This design comes from an exercise in tuning for small area on the open sky130 flow, not from production work. The RTL was checked by simulation tests, not by an equivalence proof against the original design.

==> inputs of 06-14 <==
==> flow/design.v <==
package cbfp_pkg;
   typedef logic [5-1:0] sc_fac_t;
   typedef logic [4*5-1:0] sc_group_t;
   typedef logic [6-1:0] final_fac_t;    
   typedef logic signed [16-1:0]  sample_t;
   typedef logic signed [13-1:0] scaled_t;
   typedef logic [32*16-1:0]    sample_lanes_t;
   typedef logic [32*13-1:0]   scaled_lanes_t;
   typedef logic [32*6-1:0] final_lanes_t;
endpackage
`timescale 1ns/1ps
module sc_fac_fifo #(
   parameter int W     = 5,
   parameter int DEPTH = 8
) (
   input  logic         clk,
   input  logic         arst_n,
   input  logic         push,
   input  logic [W-1:0] push_data,
   input  logic         pop,         
   output logic [W-1:0] head,
   output logic         full,
   output logic         empty
);
   localparam int PTR_W = $clog2(DEPTH);
   localparam int CNT_W = $clog2(DEPTH + 1);
   logic [W-1:0]       mem [DEPTH];
   logic [CNT_W-1:0]   count;
   logic [PTR_W-1:0]   wr_slot;
   logic               do_push;
   logic [DEPTH-1:0]   load, shift, hold;
   assign do_push = push & ~full;
   assign full    = (count == CNT_W'(DEPTH));
   assign empty   = (count == '0);
   assign wr_slot = PTR_W'(count) - PTR_W'(pop);
   assign head = mem[0];
   always_comb begin
      for (int i = 0; i < DEPTH; i++) begin
         load[i]  = do_push & (wr_slot == PTR_W'(i));
         shift[i] = pop & ~load[i];
         hold[i]  = ~pop & ~load[i];
      end
   end
   always_ff @(posedge clk) begin
      for (int i = 0; i < DEPTH - 1; i++) begin
         mem[i] <= ({W{load[i]}}  & push_data)
                 | ({W{shift[i]}} & mem[i+1])
                 | ({W{hold[i]}}  & mem[i]);
      end
      mem[DEPTH-1] <= ({W{load[DEPTH-1]}} & push_data)
                    | ({W{hold[DEPTH-1]}} & mem[DEPTH-1]);
   end
   always_ff @(posedge clk or negedge arst_n) begin
      if (!arst_n) begin
         count <= '0;
      end else begin
         count <= count + CNT_W'(do_push) - CNT_W'(pop);
      end
   end
endmodule
`timescale 1ns/1ps
module index_sum (
   input  cbfp_pkg::sc_fac_t       blk_fac,
   input  cbfp_pkg::sc_group_t     grp_fac,
   output logic [4*6-1:0] grp_sum
);
   always_comb begin
      for (int g = 0; g < 4; g++) begin
         grp_sum[g*6 +: 6] =
            6'(blk_fac) + 6'(grp_fac[g*5 +: 5]);
      end
   end
endmodule
`timescale 1ns/1ps
module renorm_dec (
   input  logic [5:0]       s,
   output logic [13:0]      sel
);
   logic z;
   assign z = (s >= 6'd23);
   logic [5:0] d0;
   assign d0 = 6'((s / 6'd1) % 6'd4);
   logic [5:0] d1;
   assign d1 = 6'((s / 6'd4) % 6'd6);
   assign sel[0] = ((d0 == 6'd3));
   assign sel[1] = ((d0 == 6'd2));
   assign sel[2] = ((d0 == 6'd1));
   assign sel[3] = ((d0 == 6'd0));
   assign sel[4] = ((d0 == 6'd2) | (d0 == 6'd3));
   assign sel[5] = ((d0 == 6'd1) | (d0 == 6'd2) | (d0 == 6'd3));
   assign sel[6] = ((d1 == 6'd2)) & ~z;
   assign sel[7] = ((d1 == 6'd3)) & ~z;
   assign sel[8] = ((d1 == 6'd4)) & ~z;
   assign sel[9] = ((d1 == 6'd5)) & ~z;
   assign sel[10] = ((d1 == 6'd1)) & ~z;
   assign sel[11] = ((d1 == 6'd0)) & ~z;
   assign sel[12] = ((d1 == 6'd4) | (d1 == 6'd5)) & ~z;
   assign sel[13] = ((d1 == 6'd3) | (d1 == 6'd4) | (d1 == 6'd5)) & ~z;
endmodule
module renorm_lane (
   input  logic [13:0]      sel,
   input  logic [15:0]      x,
   output logic [12:0]      y
);
   logic n0_6, n0_7, n0_8, n0_9, n0_10, n0_11, n0_12, n0_13, n0_14, n0_15, n0_16, n0_17, n0_18, n0_19, n0_20, n0_21, n0_22, n0_23;
   assign n0_6 = (sel[0] & x[0]);
   assign n0_7 = (sel[1] & x[0]) | (sel[0] & x[1]);
   assign n0_8 = (sel[2] & x[0]) | (sel[1] & x[1]) | (sel[0] & x[2]);
   assign n0_9 = (sel[3] & x[0]) | (sel[2] & x[1]) | (sel[1] & x[2]) | (sel[0] & x[3]);
   assign n0_10 = (sel[3] & x[1]) | (sel[2] & x[2]) | (sel[1] & x[3]) | (sel[0] & x[4]);
   assign n0_11 = (sel[3] & x[2]) | (sel[2] & x[3]) | (sel[1] & x[4]) | (sel[0] & x[5]);
   assign n0_12 = (sel[3] & x[3]) | (sel[2] & x[4]) | (sel[1] & x[5]) | (sel[0] & x[6]);
   assign n0_13 = (sel[3] & x[4]) | (sel[2] & x[5]) | (sel[1] & x[6]) | (sel[0] & x[7]);
   assign n0_14 = (sel[3] & x[5]) | (sel[2] & x[6]) | (sel[1] & x[7]) | (sel[0] & x[8]);
   assign n0_15 = (sel[3] & x[6]) | (sel[2] & x[7]) | (sel[1] & x[8]) | (sel[0] & x[9]);
   assign n0_16 = (sel[3] & x[7]) | (sel[2] & x[8]) | (sel[1] & x[9]) | (sel[0] & x[10]);
   assign n0_17 = (sel[3] & x[8]) | (sel[2] & x[9]) | (sel[1] & x[10]) | (sel[0] & x[11]);
   assign n0_18 = (sel[3] & x[9]) | (sel[2] & x[10]) | (sel[1] & x[11]) | (sel[0] & x[12]);
   assign n0_19 = (sel[3] & x[10]) | (sel[2] & x[11]) | (sel[1] & x[12]) | (sel[0] & x[13]);
   assign n0_20 = (sel[3] & x[11]) | (sel[2] & x[12]) | (sel[1] & x[13]) | (sel[0] & x[14]);
   assign n0_21 = (sel[3] & x[12]) | (sel[2] & x[13]) | (sel[1] & x[14]) | (sel[0] & x[15]);
   assign n0_22 = (sel[3] & x[13]) | (sel[2] & x[14]) | (sel[4] & x[15]);
   assign n0_23 = (sel[3] & x[14]) | (sel[5] & x[15]);
   assign y[0] = (sel[6] & n0_8) | (sel[7] & n0_12) | (sel[8] & n0_16) | (sel[9] & n0_20);
   assign y[1] = (sel[6] & n0_9) | (sel[7] & n0_13) | (sel[8] & n0_17) | (sel[9] & n0_21);
   assign y[2] = (sel[10] & n0_6) | (sel[6] & n0_10) | (sel[7] & n0_14) | (sel[8] & n0_18) | (sel[9] & n0_22);
   assign y[3] = (sel[10] & n0_7) | (sel[6] & n0_11) | (sel[7] & n0_15) | (sel[8] & n0_19) | (sel[9] & n0_23);
   assign y[4] = (sel[10] & n0_8) | (sel[6] & n0_12) | (sel[7] & n0_16) | (sel[8] & n0_20) | (sel[9] & x[15]);
   assign y[5] = (sel[10] & n0_9) | (sel[6] & n0_13) | (sel[7] & n0_17) | (sel[8] & n0_21) | (sel[9] & x[15]);
   assign y[6] = (sel[11] & n0_6) | (sel[10] & n0_10) | (sel[6] & n0_14) | (sel[7] & n0_18) | (sel[8] & n0_22) | (sel[9] & x[15]);
   assign y[7] = (sel[11] & n0_7) | (sel[10] & n0_11) | (sel[6] & n0_15) | (sel[7] & n0_19) | (sel[8] & n0_23) | (sel[9] & x[15]);
   assign y[8] = (sel[11] & n0_8) | (sel[10] & n0_12) | (sel[6] & n0_16) | (sel[7] & n0_20) | (sel[12] & x[15]);
   assign y[9] = (sel[11] & n0_9) | (sel[10] & n0_13) | (sel[6] & n0_17) | (sel[7] & n0_21) | (sel[12] & x[15]);
   assign y[10] = (sel[11] & n0_10) | (sel[10] & n0_14) | (sel[6] & n0_18) | (sel[7] & n0_22) | (sel[12] & x[15]);
   assign y[11] = (sel[11] & n0_11) | (sel[10] & n0_15) | (sel[6] & n0_19) | (sel[7] & n0_23) | (sel[12] & x[15]);
   assign y[12] = (sel[11] & n0_12) | (sel[10] & n0_16) | (sel[6] & n0_20) | (sel[13] & x[15]);
endmodule
module block_shift (
   input  logic                    clk,
   input  cbfp_pkg::sample_lanes_t din_r,
   input  cbfp_pkg::sample_lanes_t din_q,
   input  logic [4*6-1:0] grp_sum,
   output cbfp_pkg::scaled_lanes_t dout_r,
   output cbfp_pkg::scaled_lanes_t dout_q
);
   logic [13:0] sel [4];
   cbfp_pkg::scaled_lanes_t shf_r, shf_q;
   cbfp_pkg::scaled_lanes_t stage_r, stage_q;
   for (genvar g = 0; g < 4; g++) begin : g_dec
      renorm_dec dec_i (.s(grp_sum[g*6 +: 6]), .sel(sel[g]));
   end
   for (genvar i = 0; i < 32; i++) begin : g_lane
      renorm_lane lr_i (.sel(sel[i / 8]),
                        .x(din_r[i*16 +: 16]),
                        .y(shf_r[i*13 +: 13]));
      renorm_lane lq_i (.sel(sel[i / 8]),
                        .x(din_q[i*16 +: 16]),
                        .y(shf_q[i*13 +: 13]));
   end
   always_ff @(posedge clk) begin
      stage_r <= shf_r;
      stage_q <= shf_q;
      dout_r  <= stage_r;
      dout_q  <= stage_q;
   end
endmodule
`timescale 1ns/1ps
module cbfp2 (
   input  logic                                   clk,
   input  logic                                   arst_n,
   input  logic                                   push_idx0,
   input  logic [5-1:0]                 push_data_idx0,
   input  logic                                   push_idx1,
   input  logic [4*5-1:0]    push_data_idx1,
   input  logic                                   pop,
   input  logic [32*16-1:0]      din_r,
   input  logic [32*16-1:0]      din_q,
   output logic [32*13-1:0]     dout_r,
   output logic [32*13-1:0]     dout_q,
   output logic                                   dout_valid,
   output logic                                   sc_ready,
   output logic                                   sc_full
);
   cbfp_pkg::sc_fac_t      blk_head;
   cbfp_pkg::sc_group_t    grp_head;
   logic                   blk_full, blk_empty;
   logic                   grp_full, grp_empty;
   logic                   pop_ok;
   logic                   fac_valid;
   logic [4*6-1:0] grp_sum;
   assign sc_ready = ~blk_empty & ~grp_empty;
   assign sc_full  = blk_full | grp_full;
   assign pop_ok   = pop & sc_ready;
   sc_fac_fifo #(
      .W         (5),
      .DEPTH     (8)
   ) blk_fifo_i (
      .clk       (clk),
      .arst_n    (arst_n),
      .push      (push_idx0),
      .push_data (push_data_idx0),
      .pop       (pop_ok),
      .head      (blk_head),
      .full      (blk_full),
      .empty     (blk_empty)
   );
   sc_fac_fifo #(
      .W         (4*5),
      .DEPTH     (8)
   ) grp_fifo_i (
      .clk       (clk),
      .arst_n    (arst_n),
      .push      (push_idx1),
      .push_data (push_data_idx1),
      .pop       (pop_ok),
      .head      (grp_head),
      .full      (grp_full),
      .empty     (grp_empty)
   );
   index_sum index_sum_i (
      .blk_fac   (blk_head),
      .grp_fac   (grp_head),
      .grp_sum   (grp_sum)
   );
   block_shift block_shift_i (
      .clk       (clk),
      .din_r     (din_r),
      .din_q     (din_q),
      .grp_sum   (grp_sum),
      .dout_r    (dout_r),
      .dout_q    (dout_q)
   );
   always_ff @(posedge clk or negedge arst_n) begin
      if (!arst_n) begin
         fac_valid  <= 1'b0;
         dout_valid <= 1'b0;
      end else begin
         fac_valid  <= pop_ok;
         dout_valid <= fac_valid;
      end
   end
endmodule
==> flow/flow/run.sh <==
#!/bin/bash
# Own layout flow: the standard flow, with
#  - synthesis identical to synth_recipe.tcl except for the ABC mapping script
#    (area-oriented mapping, flow/abc_area.script); registers are untouched,
#  - minimum-size port buffers (every port still gets one),
#  - CTS with small clock buffers, larger sink clusters and no dummy loads,
#  - ABC's buffers removed at floorplan without a timing repair pass there,
# Each tool's output goes to the ORFS logs under orfs/logs; make's output to make.log.
set -euo pipefail
W=$(pwd)
FL=$W/flow
TGT=${1:-finish}

sed 's#log_cmd abc {\*}\$abc_args#log_cmd abc {*}[lreplace $abc_args 1 1 '"$FL"'/abc_area.script]#' \
   "$FLOW_HOME/scripts/synth.tcl" > "$W/synth_mod.tcl"
grep -q "$FL/abc_area.script" "$W/synth_mod.tcl"
sed "s#\$::env(SCRIPTS_DIR)/synth.tcl#$W/synth_mod.tcl#" "$W/synth_recipe.tcl" > "$W/own_synth.tcl"
grep -q "synth_mod.tcl" "$W/own_synth.tcl"

CTS="-sink_clustering_enable -repair_clock_nets -dont_use_dummy_load -buf_list sky130_fd_sc_hd__clkbuf_8 -sink_clustering_size 14 -sink_clustering_max_diameter 80"
[ -n "${MYCTS:-}" ] && CTS="$MYCTS"
PB="-buffer_cell sky130_fd_sc_hd__buf_1"

bash "$W/standard.sh" "SYNTH_SCRIPT=$W/own_synth.tcl" "BUFFER_PORTS_ARGS=$PB" "CTS_ARGS=$CTS" REMOVE_ABC_BUFFERS=1 ${MYEXTRA:-} $TGT \
   > "$W/make.log" 2>&1
==> flow/flow/abc_area.script <==
strash
&get -n
&st
&nf -a -R 1000
&put
==> flow/standard.sh <==
#!/bin/bash
# synth_recipe.tcl (not shown) runs the flow's synth.tcl, then flattens the netlist and writes it again
# the make line also repeats each setting of config.mk as NAME=value (left out here)
make -C /OpenROAD-flow-scripts/flow DESIGN_CONFIG=/design/flow/config.mk WORK_HOME=/design/flow/orfs CLKGATE_MAP_FILE= SYNTH_SCRIPT=/design/flow/synth_recipe.tcl "${@:-finish}"
==> flow/config.mk <==
export PLATFORM = sky130hd
export DESIGN_NAME = cbfp2
export DESIGN_NICKNAME = cbfp2
export VERILOG_FILES = /design/flow/design.v
export SDC_FILE = /design/flow/constraint.sdc
export NUM_CORES = 8
export LEC_CHECK = 0
export CAP_MARGIN = 20
export CELL_PAD_IN_SITES_DETAIL_PLACEMENT = 2
export CELL_PAD_IN_SITES_GLOBAL_PLACEMENT = 4
export CORE_MARGIN = 2
export CORE_UTILIZATION = 20
export PLACE_DENSITY = 0.35
export SLEW_MARGIN = 20
==> flow/constraint.sdc <==
create_clock -name core_clock -period 6.0 [get_ports {clk}]
set_input_delay 1.2000 -clock core_clock [delete_from_list [all_inputs] [get_ports {clk}]]
set_output_delay 1.2000 -clock core_clock [all_outputs]
set_load 0.01 [all_outputs]
==> inputs of 12-15, as changes to 06-14 <==
--- a/flow/design.v
+++ b/flow/design.v
@@ -47,8 +47,8 @@
                  | ({W{shift[i]}} & mem[i+1])
                  | ({W{hold[i]}}  & mem[i]);
       end
-      mem[DEPTH-1] <= ({W{load[DEPTH-1]}} & push_data)
-                    | ({W{hold[DEPTH-1]}} & mem[DEPTH-1]);
+      mem[DEPTH-1] <= ({W{load[DEPTH-1]}}  & push_data)
+                    | ({W{~load[DEPTH-1]}} & mem[DEPTH-1]);
    end
    always_ff @(posedge clk or negedge arst_n) begin
       if (!arst_n) begin
--- a/flow/flow/run.sh
+++ b/flow/flow/run.sh
@@ -5,6 +5,7 @@
 #  - minimum-size port buffers (every port still gets one),
 #  - CTS with small clock buffers, larger sink clusters and no dummy loads,
 #  - ABC's buffers removed at floorplan without a timing repair pass there,
+#  - non-critical cells downsized after global routing.
 # Each tool's output goes to the ORFS logs under orfs/logs; make's output to make.log.
 set -euo pipefail
 W=$(pwd)
@@ -21,5 +22,5 @@
 [ -n "${MYCTS:-}" ] && CTS="$MYCTS"
 PB="-buffer_cell sky130_fd_sc_hd__buf_1"
 
-bash "$W/standard.sh" "SYNTH_SCRIPT=$W/own_synth.tcl" "BUFFER_PORTS_ARGS=$PB" "CTS_ARGS=$CTS" REMOVE_ABC_BUFFERS=1 ${MYEXTRA:-} $TGT \
+bash "$W/standard.sh" "SYNTH_SCRIPT=$W/own_synth.tcl" "BUFFER_PORTS_ARGS=$PB" "CTS_ARGS=$CTS" REMOVE_ABC_BUFFERS=1 RECOVER_POWER=100 ${MYEXTRA:-} $TGT \
    > "$W/make.log" 2>&1
==> flow/flow/abc_area.script (replaced) <==
&get -n
&st
&dch
&nf
&st
&syn2
&if -g -K 6
&synch2
&nf
&st
&syn2
&if -g -K 6
&synch2
&nf
&st
&syn2
&if -g -K 6
&synch2
&nf
&st
&syn2
&if -g -K 6
&synch2
&nf
&st
&syn2
&if -g -K 6
&synch2
&nf
&put
buffer -c
topo
stime -c
upsize -c
dnsize -c
CELL_PAD_IN_SITES_DETAIL_PLACEMENT = default   (was 2)
CELL_PAD_IN_SITES_GLOBAL_PLACEMENT = default   (was 4)
CORE_UTILIZATION = 22   (was 20)
==> results.cfg <==
[sta]
slew_viol_final = 151
max_freq_mhz = 173

[flow_run]
cap_violations = 3

[finish]
buf_share_pct = 8.56

[outcome]
violations = max-capacitance violations, max-slew violations
status = finished with violations

[logic_synthesis]
synth_enable_flop_cells = 25

[setup_path]
required_ps = 6890
That was 12-15.
==> results.cfg <==
[outcome]
status = complete, no violations

[route]
wl_met1_mm = 210
drc = 0

[flow_run]
cap_violations = 0

[sta]
max_freq_mhz = 181

[logic_synthesis]
synth_enable_flop_cells = 0
synthSimpleGateAreaFrac_pct = 16.1

[setup_path]
required_ps = 6960

[worst_hold_path]
hold_class = primary input to async pin
That was 06-14.

[afterwards: timing with drivers on the ports]
No port has a modelled driver above. Below, the same layouts with a new extraction and two added sets of constraints. Step 1 (the two cells are an assumption about what drives the block):
set clk [get_ports {clk}]
set_driving_cell -lib_cell sky130_fd_sc_hd__clkbuf_16 $clk
set_driving_cell -lib_cell sky130_fd_sc_hd__buf_2 [delete_from_list [all_inputs] $clk]
Step 2, shift: input delay + t, output delay - t, t = (earliest + latest rising clock arrival at the registers) / 2. This alone moves slack from input paths to output paths. a / b / c = no drivers / after step 1 / after step 2; a / b = the first two.
run | shift t [ns] | setup WS [ns] | worst hold slack (ns) | worst setup path after step 2 | clock arrival spread, ns
06-14 | 1.152 | 0.467 / 0.467 / 0.467 | 0.112 / 0.126 / 0.208 | register to register | 0.129 / 0.130
12-15 | 1.125 | 0.234 / 0.234 / 0.152 | 0.198 / 0.198 / 0.198 | input to register | 0.170 / 0.170
For 12-15, which loses most, drivers alone change the setup slack by 0.000 ns; drivers and shift together by -0.082 ns.
